Background: an optimization exercise with open tools, aiming at small area. Do not read the settings as production practice.
In this exercise RTL edits were held to simulation tests only and were not proved equivalent to the original.

==> job 5953: inputs <==
==> flow/design.v <==
module simple_dmem #(
    parameter int unsigned LAT     = 2,
    parameter logic [7:0]  RO_BASE = 8'hF0
) (
    input  logic       clk,
    input  logic       rst,
    input  logic       mem_req,
    input  logic       mem_we,
    input  logic [7:0] mem_addr,
    input  logic [7:0] mem_wdata,
    output logic [7:0] mem_rdata,
    output logic       mem_ready,
    output logic       err,
    output logic [7:0] rd_cnt,
    output logic [7:0] wr_cnt
);
    localparam int NR = 80;
    logic [1:0] st_q;
    logic [7:0] addr_q;
    logic [7:0] wdata_q;
    logic       we_q;
    logic [1:0] ph_q;        
    logic       rs0_q, rs1_q;  
    logic [7:0] rdata_q;
    logic [7:0] rd_hold_q;
    logic       ready_q;
    logic       err_q;
    logic [7:0] rd_cnt_q;
    logic [7:0] wr_cnt_q;
    logic [7:0] p0_q [NR];
    logic [7:0] p1_q [NR];
    logic [7:0] p2_q [NR];
    logic       idle, accept, done, prot_q, clear, wen;
    logic [7:0] ra;
    logic [3:0] rh;
    logic [15:0] lsel;
    logic [4:0]  qsel;
    logic        hit;
    logic [NR-1:0] act;
    logic [7:0]  rd_mux;
    logic [7:0]  rd_val;
    logic [7:0]  rd_now;
    assign idle   = (st_q == 2'd0);
    assign accept = idle & mem_req;
    assign done   = (st_q == 2'd2);
    assign prot_q = (addr_q >= RO_BASE);
    assign clear  = rst | ~rs1_q;
    assign wen    = ~idle & we_q & ~rst;
    assign ra = idle ? mem_addr : addr_q;
    assign rh = ra[7:4];
    always_comb begin
        for (int l = 0; l < 16; l++) lsel[l] = (ra[3:0] == 4'(l));
    end
    always_comb begin
        qsel = 5'd0;
        hit  = 1'b1;
        for (int h = 0; h < 15; h++) begin
            if (rh == 4'(h)) begin
                hit = (ph_q == 2'((17 - h) % 3));
                qsel[h / 3] = hit;
            end
        end
    end
    always_comb begin
        for (int q = 0; q < 5; q++)
            for (int l = 0; l < 16; l++)
                act[q*16+l] = qsel[q] & lsel[l];
    end
    always_comb begin
        rd_mux = 8'd0;
        for (int a = 0; a < NR; a++) rd_mux = rd_mux | (p2_q[a] & {8{act[a]}});
    end
    assign rd_now = rd_mux & {8{rs1_q}};
    assign rd_val = hit ? rd_now : rd_hold_q;
    always_ff @(posedge clk) begin
        for (int a = 0; a < NR; a++) begin
            p0_q[a] <= (p2_q[a] & {8{~(clear | (wen & act[a]))}}) |
                       (wdata_q & {8{wen & act[a]}});
            p1_q[a] <= p0_q[a];
            p2_q[a] <= p1_q[a];
        end
    end
    always_ff @(posedge clk) begin
        if (accept) begin
            addr_q  <= mem_addr;
            we_q    <= mem_we;
            wdata_q <= mem_wdata;
        end
        if (hit) rd_hold_q <= rd_now;
    end
    always_ff @(posedge clk) begin
        rs0_q <= ~rst;
        rs1_q <= ~rst & rs0_q;
        if (rst) begin
            st_q     <= 2'd0;
            ph_q     <= 2'd0;
            rdata_q  <= 8'd0;
            ready_q  <= 1'b0;
            err_q    <= 1'b0;
            rd_cnt_q <= 8'd0;
            wr_cnt_q <= 8'd0;
        end else begin
            ph_q    <= ph_q[1] ? 2'd0 : ph_q + 2'd1;
            case (st_q)
                2'd0: st_q <= mem_req ? 2'd1 : 2'd0;
                2'd1: st_q <= 2'd2;
                2'd2: st_q <= 2'd3;
                default: st_q <= 2'd0;
            endcase
            ready_q <= done;
            err_q   <= done & we_q & prot_q;
            if (done & ~we_q) begin
                rdata_q <= rd_val;
                if (rd_cnt_q != 8'hFF) rd_cnt_q <= rd_cnt_q + 8'd1;
            end
            if (done & we_q & ~prot_q && wr_cnt_q != 8'hFF) begin
                wr_cnt_q <= wr_cnt_q + 8'd1;
            end
        end
    end
    assign mem_rdata = rdata_q;
    assign mem_ready = ready_q;
    assign err       = err_q;
    assign rd_cnt    = rd_cnt_q;
    assign wr_cnt    = wr_cnt_q;
endmodule
==> flow/run.sh <==
#!/bin/bash
# synth_recipe.tcl (not shown) runs the flow's synth.tcl, then flattens the netlist and writes it again
# the make line also repeats each setting of config.mk as NAME=value (left out here)
make -C /OpenROAD-flow-scripts/flow DESIGN_CONFIG=/design/flow/config.mk WORK_HOME=/design/flow/orfs CLKGATE_MAP_FILE= SYNTH_SCRIPT=/design/flow/synth_recipe.tcl finish
==> flow/config.mk <==
export PLATFORM = sky130hd
export DESIGN_NAME = simple_dmem
export DESIGN_NICKNAME = simple_dmem
export VERILOG_FILES = /design/flow/design.v
export SDC_FILE = /design/flow/constraint.sdc
export NUM_CORES = 4
export LEC_CHECK = 0
export CAP_MARGIN = 20
export CORE_MARGIN = 2
export CORE_UTILIZATION = 40
export PLACE_DENSITY = 0.6
export SLEW_MARGIN = 20
==> flow/constraint.sdc <==
create_clock -name core_clock -period 8.0 [get_ports {clk}]
set_input_delay 1.6000 -clock core_clock [delete_from_list [all_inputs] [get_ports {clk}]]
set_output_delay 1.6000 -clock core_clock [all_outputs]
set_load 0.01 [all_outputs]
==> inputs of job 6621, as changes to job 5953 <==
==> flow/design.v, changed modules only <==
module simple_dmem #(
    parameter int unsigned LAT     = 2,
    parameter logic [7:0]  RO_BASE = 8'hF0
) (
    input  logic       clk,
    input  logic       rst,
    input  logic       mem_req,
    input  logic       mem_we,
    input  logic [7:0] mem_addr,
    input  logic [7:0] mem_wdata,
    output logic [7:0] mem_rdata,
    output logic       mem_ready,
    output logic       err,
    output logic [7:0] rd_cnt,
    output logic [7:0] wr_cnt
);
    localparam int NL = 16;    
    localparam int NP = 15;    
    logic [1:0] st_q;
    logic [7:0] addr_q;
    logic [7:0] wdata_q;
    logic       we_q;
    logic [3:0] ph_q;        
    logic [1:0] rc_q;        
    logic [7:0] rdata_q;
    logic [7:0] rd_hold_q;
    logic       ready_q;
    logic       err_q;
    logic [7:0] rd_cnt_q;
    logic [7:0] wr_cnt_q;
    logic [7:0] ring_q [NL][NP];
    logic       idle, done, prot_q, clear, wen;
    logic [7:0] ra;
    logic [7:0] wd;
    logic [15:0] lsel;
    logic [4:0]  tsel;       
    logic [3:0]  wsel;       
    logic        hit;
    logic [7:0]  rd_now;
    logic [7:0]  rd_val;
    logic [7:0]  rd_fix;
    assign idle   = (st_q == 2'd0);
    assign done   = (st_q == 2'd2);
    assign prot_q = (addr_q >= RO_BASE);
    assign clear  = rst | (rc_q != 2'd3);
    assign ra  = idle ? mem_addr : addr_q;
    assign wd  = idle ? mem_wdata : wdata_q;
    assign wen = ~rst & (idle ? (mem_req & mem_we) : we_q);
    always_comb begin
        for (int l = 0; l < NL; l++) lsel[l] = (ra[3:0] == 4'(l));
    end
    always_comb begin
        tsel = 5'd0;
        wsel = 4'd0;
        hit  = 1'b1;
        for (int h = 0; h < NP; h++) begin
            if (ra[7:4] == 4'(h)) begin
                for (int ph = 0; ph < NP; ph++) begin
                    if (ph_q == 4'(ph)) begin
                        if ((h + ph) % NP % 3 == 2) begin
                            tsel[(h + ph) % NP / 3] = (rc_q >= 2'((h + ph) % NP % 4));
                            hit = 1'b1;
                        end else begin
                            hit = 1'b0;
                        end
                        if ((h + ph + 1) % NP % 4 == 0)
                            wsel[(h + ph + 1) % NP / 4] = 1'b1;
                    end
                end
            end
        end
    end
    logic [7:0] ring_rd [NL];
    for (genvar l = 0; l < NL; l++) begin : g_rd
        simple_dmem_tap5 u_tap (
            .sel (tsel),
            .t0  (ring_q[l][2]),
            .t1  (ring_q[l][5]),
            .t2  (ring_q[l][8]),
            .t3  (ring_q[l][11]),
            .t4  (ring_q[l][14]),
            .q   (ring_rd[l])
        );
    end
    always_comb begin
        rd_now = 8'd0;
        for (int l = 0; l < NL; l++) rd_now = rd_now | (ring_rd[l] & {8{lsel[l]}});
    end
    assign rd_fix = rd_now ^ {8{tsel[0] | tsel[2] | tsel[3]}};
    assign rd_val = hit ? rd_fix : rd_hold_q;
    logic [7:0] port_d [NL][4];
    logic [7:0] wd_n;
    logic [NL*4-1:0] p_keep, p_wr;
    assign wd_n = ~wd;
    simple_dmem_ctl u_ctl (
        .lsel  (lsel),
        .wselw (wsel & {4{wen}}),
        .clear (clear),
        .keep  (p_keep),
        .wr    (p_wr)
    );
    always_comb begin
        for (int l = 0; l < NL; l++) begin
            for (int j = 0; j < 4; j++) begin
                if (j % 2 == 0)
                    port_d[l][j] = ~((ring_q[l][(4 * j + NP - 1) % NP] & {8{p_keep[l*4+j]}}) |
                                     (wd & {8{p_wr[l*4+j]}}));
                else
                    port_d[l][j] = ~((ring_q[l][(4 * j + NP - 1) % NP] | {8{p_keep[l*4+j]}}) &
                                     (wd_n | {8{p_wr[l*4+j]}}));
            end
        end
    end
    always_ff @(posedge clk) begin
        for (int l = 0; l < NL; l++) begin
            for (int p = 0; p < NP; p++) begin
                if (p % 4 == 0) ring_q[l][p] <= port_d[l][p / 4];
                else            ring_q[l][p] <= ring_q[l][p - 1];
            end
        end
    end
    always_ff @(posedge clk) begin
        addr_q  <= ra;
        we_q    <= idle ? mem_we : we_q;
        wdata_q <= wd;
        if (hit) rd_hold_q <= rd_fix;
    end
    always_ff @(posedge clk) begin
        if (rst) begin
            st_q     <= 2'd0;
            ph_q     <= 4'd0;
            rc_q     <= 2'd0;
            rdata_q  <= 8'd0;
            ready_q  <= 1'b0;
            err_q    <= 1'b0;
            rd_cnt_q <= 8'd0;
            wr_cnt_q <= 8'd0;
        end else begin
            ph_q <= (ph_q >= 4'd14) ? 4'd0 : ph_q + 4'd1;
            if (rc_q != 2'd3) rc_q <= rc_q + 2'd1;
            case (st_q)
                2'd0: st_q <= mem_req ? 2'd1 : 2'd0;
                2'd1: st_q <= 2'd2;
                2'd2: st_q <= 2'd3;
                default: st_q <= 2'd0;
            endcase
            ready_q <= done;
            err_q   <= done & we_q & prot_q;
            if (done & ~we_q) begin
                rdata_q <= rd_val;
                if (rd_cnt_q != 8'hFF) rd_cnt_q <= rd_cnt_q + 8'd1;
            end
            if (done & we_q & ~prot_q && wr_cnt_q != 8'hFF) begin
                wr_cnt_q <= wr_cnt_q + 8'd1;
            end
        end
    end
    assign mem_rdata = rdata_q;
    assign mem_ready = ready_q;
    assign err       = err_q;
    assign rd_cnt    = rd_cnt_q;
    assign wr_cnt    = wr_cnt_q;
endmodule
module simple_dmem_ctl (
    input  logic [15:0] lsel,
    input  logic [3:0]  wselw,
    input  logic        clear,
    output logic [63:0] keep,
    output logic [63:0] wr
);
    always_comb begin
        for (int l = 0; l < 16; l++) begin
            for (int j = 0; j < 4; j++) begin
                wr[l*4+j]   = lsel[l] & wselw[j];
                keep[l*4+j] = ~(clear | wr[l*4+j]);
                if (j % 2 == 1) begin
                    wr[l*4+j]   = ~wr[l*4+j];
                    keep[l*4+j] = ~keep[l*4+j];
                end
            end
        end
    end
endmodule
module simple_dmem_tap5 (
    input  logic [4:0] sel,
    input  logic [7:0] t0,
    input  logic [7:0] t1,
    input  logic [7:0] t2,
    input  logic [7:0] t3,
    input  logic [7:0] t4,
    output logic [7:0] q
);
    assign q = (t0 & {8{sel[0]}}) | (t1 & {8{sel[1]}}) | (t2 & {8{sel[2]}}) |
               (t3 & {8{sel[3]}}) | (t4 & {8{sel[4]}});
endmodule
==> flow/flow/run.sh (new file) <==
#!/bin/bash
set -euo pipefail
export CTS_ARGS="-sink_clustering_enable -repair_clock_nets -dont_use_dummy_load -sink_clustering_size 16 -sink_clustering_max_diameter 35 -buf_list sky130_fd_sc_hd__clkbuf_16 -root_buf sky130_fd_sc_hd__clkbuf_16 -tree_buf sky130_fd_sc_hd__clkbuf_16 -sink_clustering_buffer sky130_fd_sc_hd__clkbuf_8"
export BUFFER_PORTS_ARGS="-buffer_cell sky130_fd_sc_hd__buf_1"
bash standard.sh > standard.log 2>&1
==> flow/standard.sh (new file) <==
#!/bin/bash
# synth_recipe.tcl (not shown) runs the flow's synth.tcl, then flattens the netlist and writes it again
# the make line also repeats each setting of config.mk as NAME=value (left out here)
make -C /OpenROAD-flow-scripts/flow DESIGN_CONFIG=/design/flow/config.mk WORK_HOME=/design/flow/orfs CLKGATE_MAP_FILE= SYNTH_SCRIPT=/design/flow/synth_recipe.tcl "${@:-finish}"
Settings changed: CORE_UTILIZATION 40 to 78, PLACE_DENSITY 0.6 to 0.86, SYNTH_HIERARCHICAL set to 1.
removed: flow/run.sh
==> results.cfg <==
[outcome]
status = no timing/DRC/antenna violations

[critical_path]
startpoint = mem_addr[3]
reg2reg_slack_ns = 3.07
cp_cell_sequence = clkdlybuf4s50_1 > nand3_1 > o22ai_4 > buf_4 > nand2_1 > nor2_1 > o21ai_0

[die]
start_util_pct = 40.4
core_sq_mm = 0.136

[cells_and_area]
drive_above_1_share_pct = 8.99
clkbuf_count = 263
top_regs = p0_q (640), p1_q (640), p2_q (640)

[place]
gp_congestion = 0.900
place_ws_ns = 2.00

[synthesis]
ys_warn_count = 4
ys_seq_elements = 1977

[global_route]
grt_pass1_vias = 34615
use_met2_pct = 34.0

[detailed_routing]
finalWirelength_mm = 164

[timing]
fin_worst_skew_ns = 0.0305
-- figures above: job 5953

==> results.cfg <==
[die]
core_sq_mm = 0.0660
start_util_pct = 79.0

[outcome]
status = no timing/DRC/antenna violations

[critical_path]
startpoint = mem_addr[4]
reg2reg_slack_ns = 2.31
cp_cell_sequence = buf_1 > or3b_1 > nand2_1 > and2_1 > a221oi_1 > nor3_1 > a211oi_1 > nor2_4 > buf_12 > a222oi_1 > nand2_1 > a22oi_1 > nand4_1 > nor3_1 > o31a_2 > nor4_2 > o31ai_1
crit_path_end_kind = register

[global_route]
use_met2_pct = 65.8
grt_pass1_vias = 34539

[clock_network]
htree_levels = 4
cts_hold_buf = 0

[cells_and_area]
drive_above_1_share_pct = 8.38
largest_reg_flops = 1920
clkbuf_count = 169

[synthesis]
ys_seq_elements = 1979
ys_warn_count = 13

[detailed_routing]
finalWirelength_mm = 151

[timing]
fin_worst_skew_ns = 0.0921

[place]
gp_congestion = 0.935

[power_and_ir_drop]
powerSeq_w = 0.0100
-- figures above: job 6621

==> port drivers added, routing unchanged <==
How much do the figures lean on ideal ports? The routed layouts below were timed once more, with nothing changed but the port constraints.
Step 1, drivers: a clkbuf_16 drives clk and a buf_2 each remaining input, both assumed.
Step 2 times the ports against the registers' clock, not the clock port: input delays grow and output delays shrink by t, the midpoint of the rising clock arrivals with the driver on.
Slacks: ideal / step 1 / step 2; pairs: ideal / step 1.
run | shift t [ns] | setup WS [ns] | worst data-port slew with drivers (ns) | cell pins on the clock port's net
job 5953 | 0.856 | 2.610 / 2.524 / 1.668 | 0.16 | 1
job 6621 | 0.762 | 2.217 / 2.257 / 1.495 | 0.14 | 1
After both steps every run listed still meets setup and hold. For job 5953, which loses most, drivers alone change the setup slack by -0.086 ns; drivers and shift together by -0.942 ns.
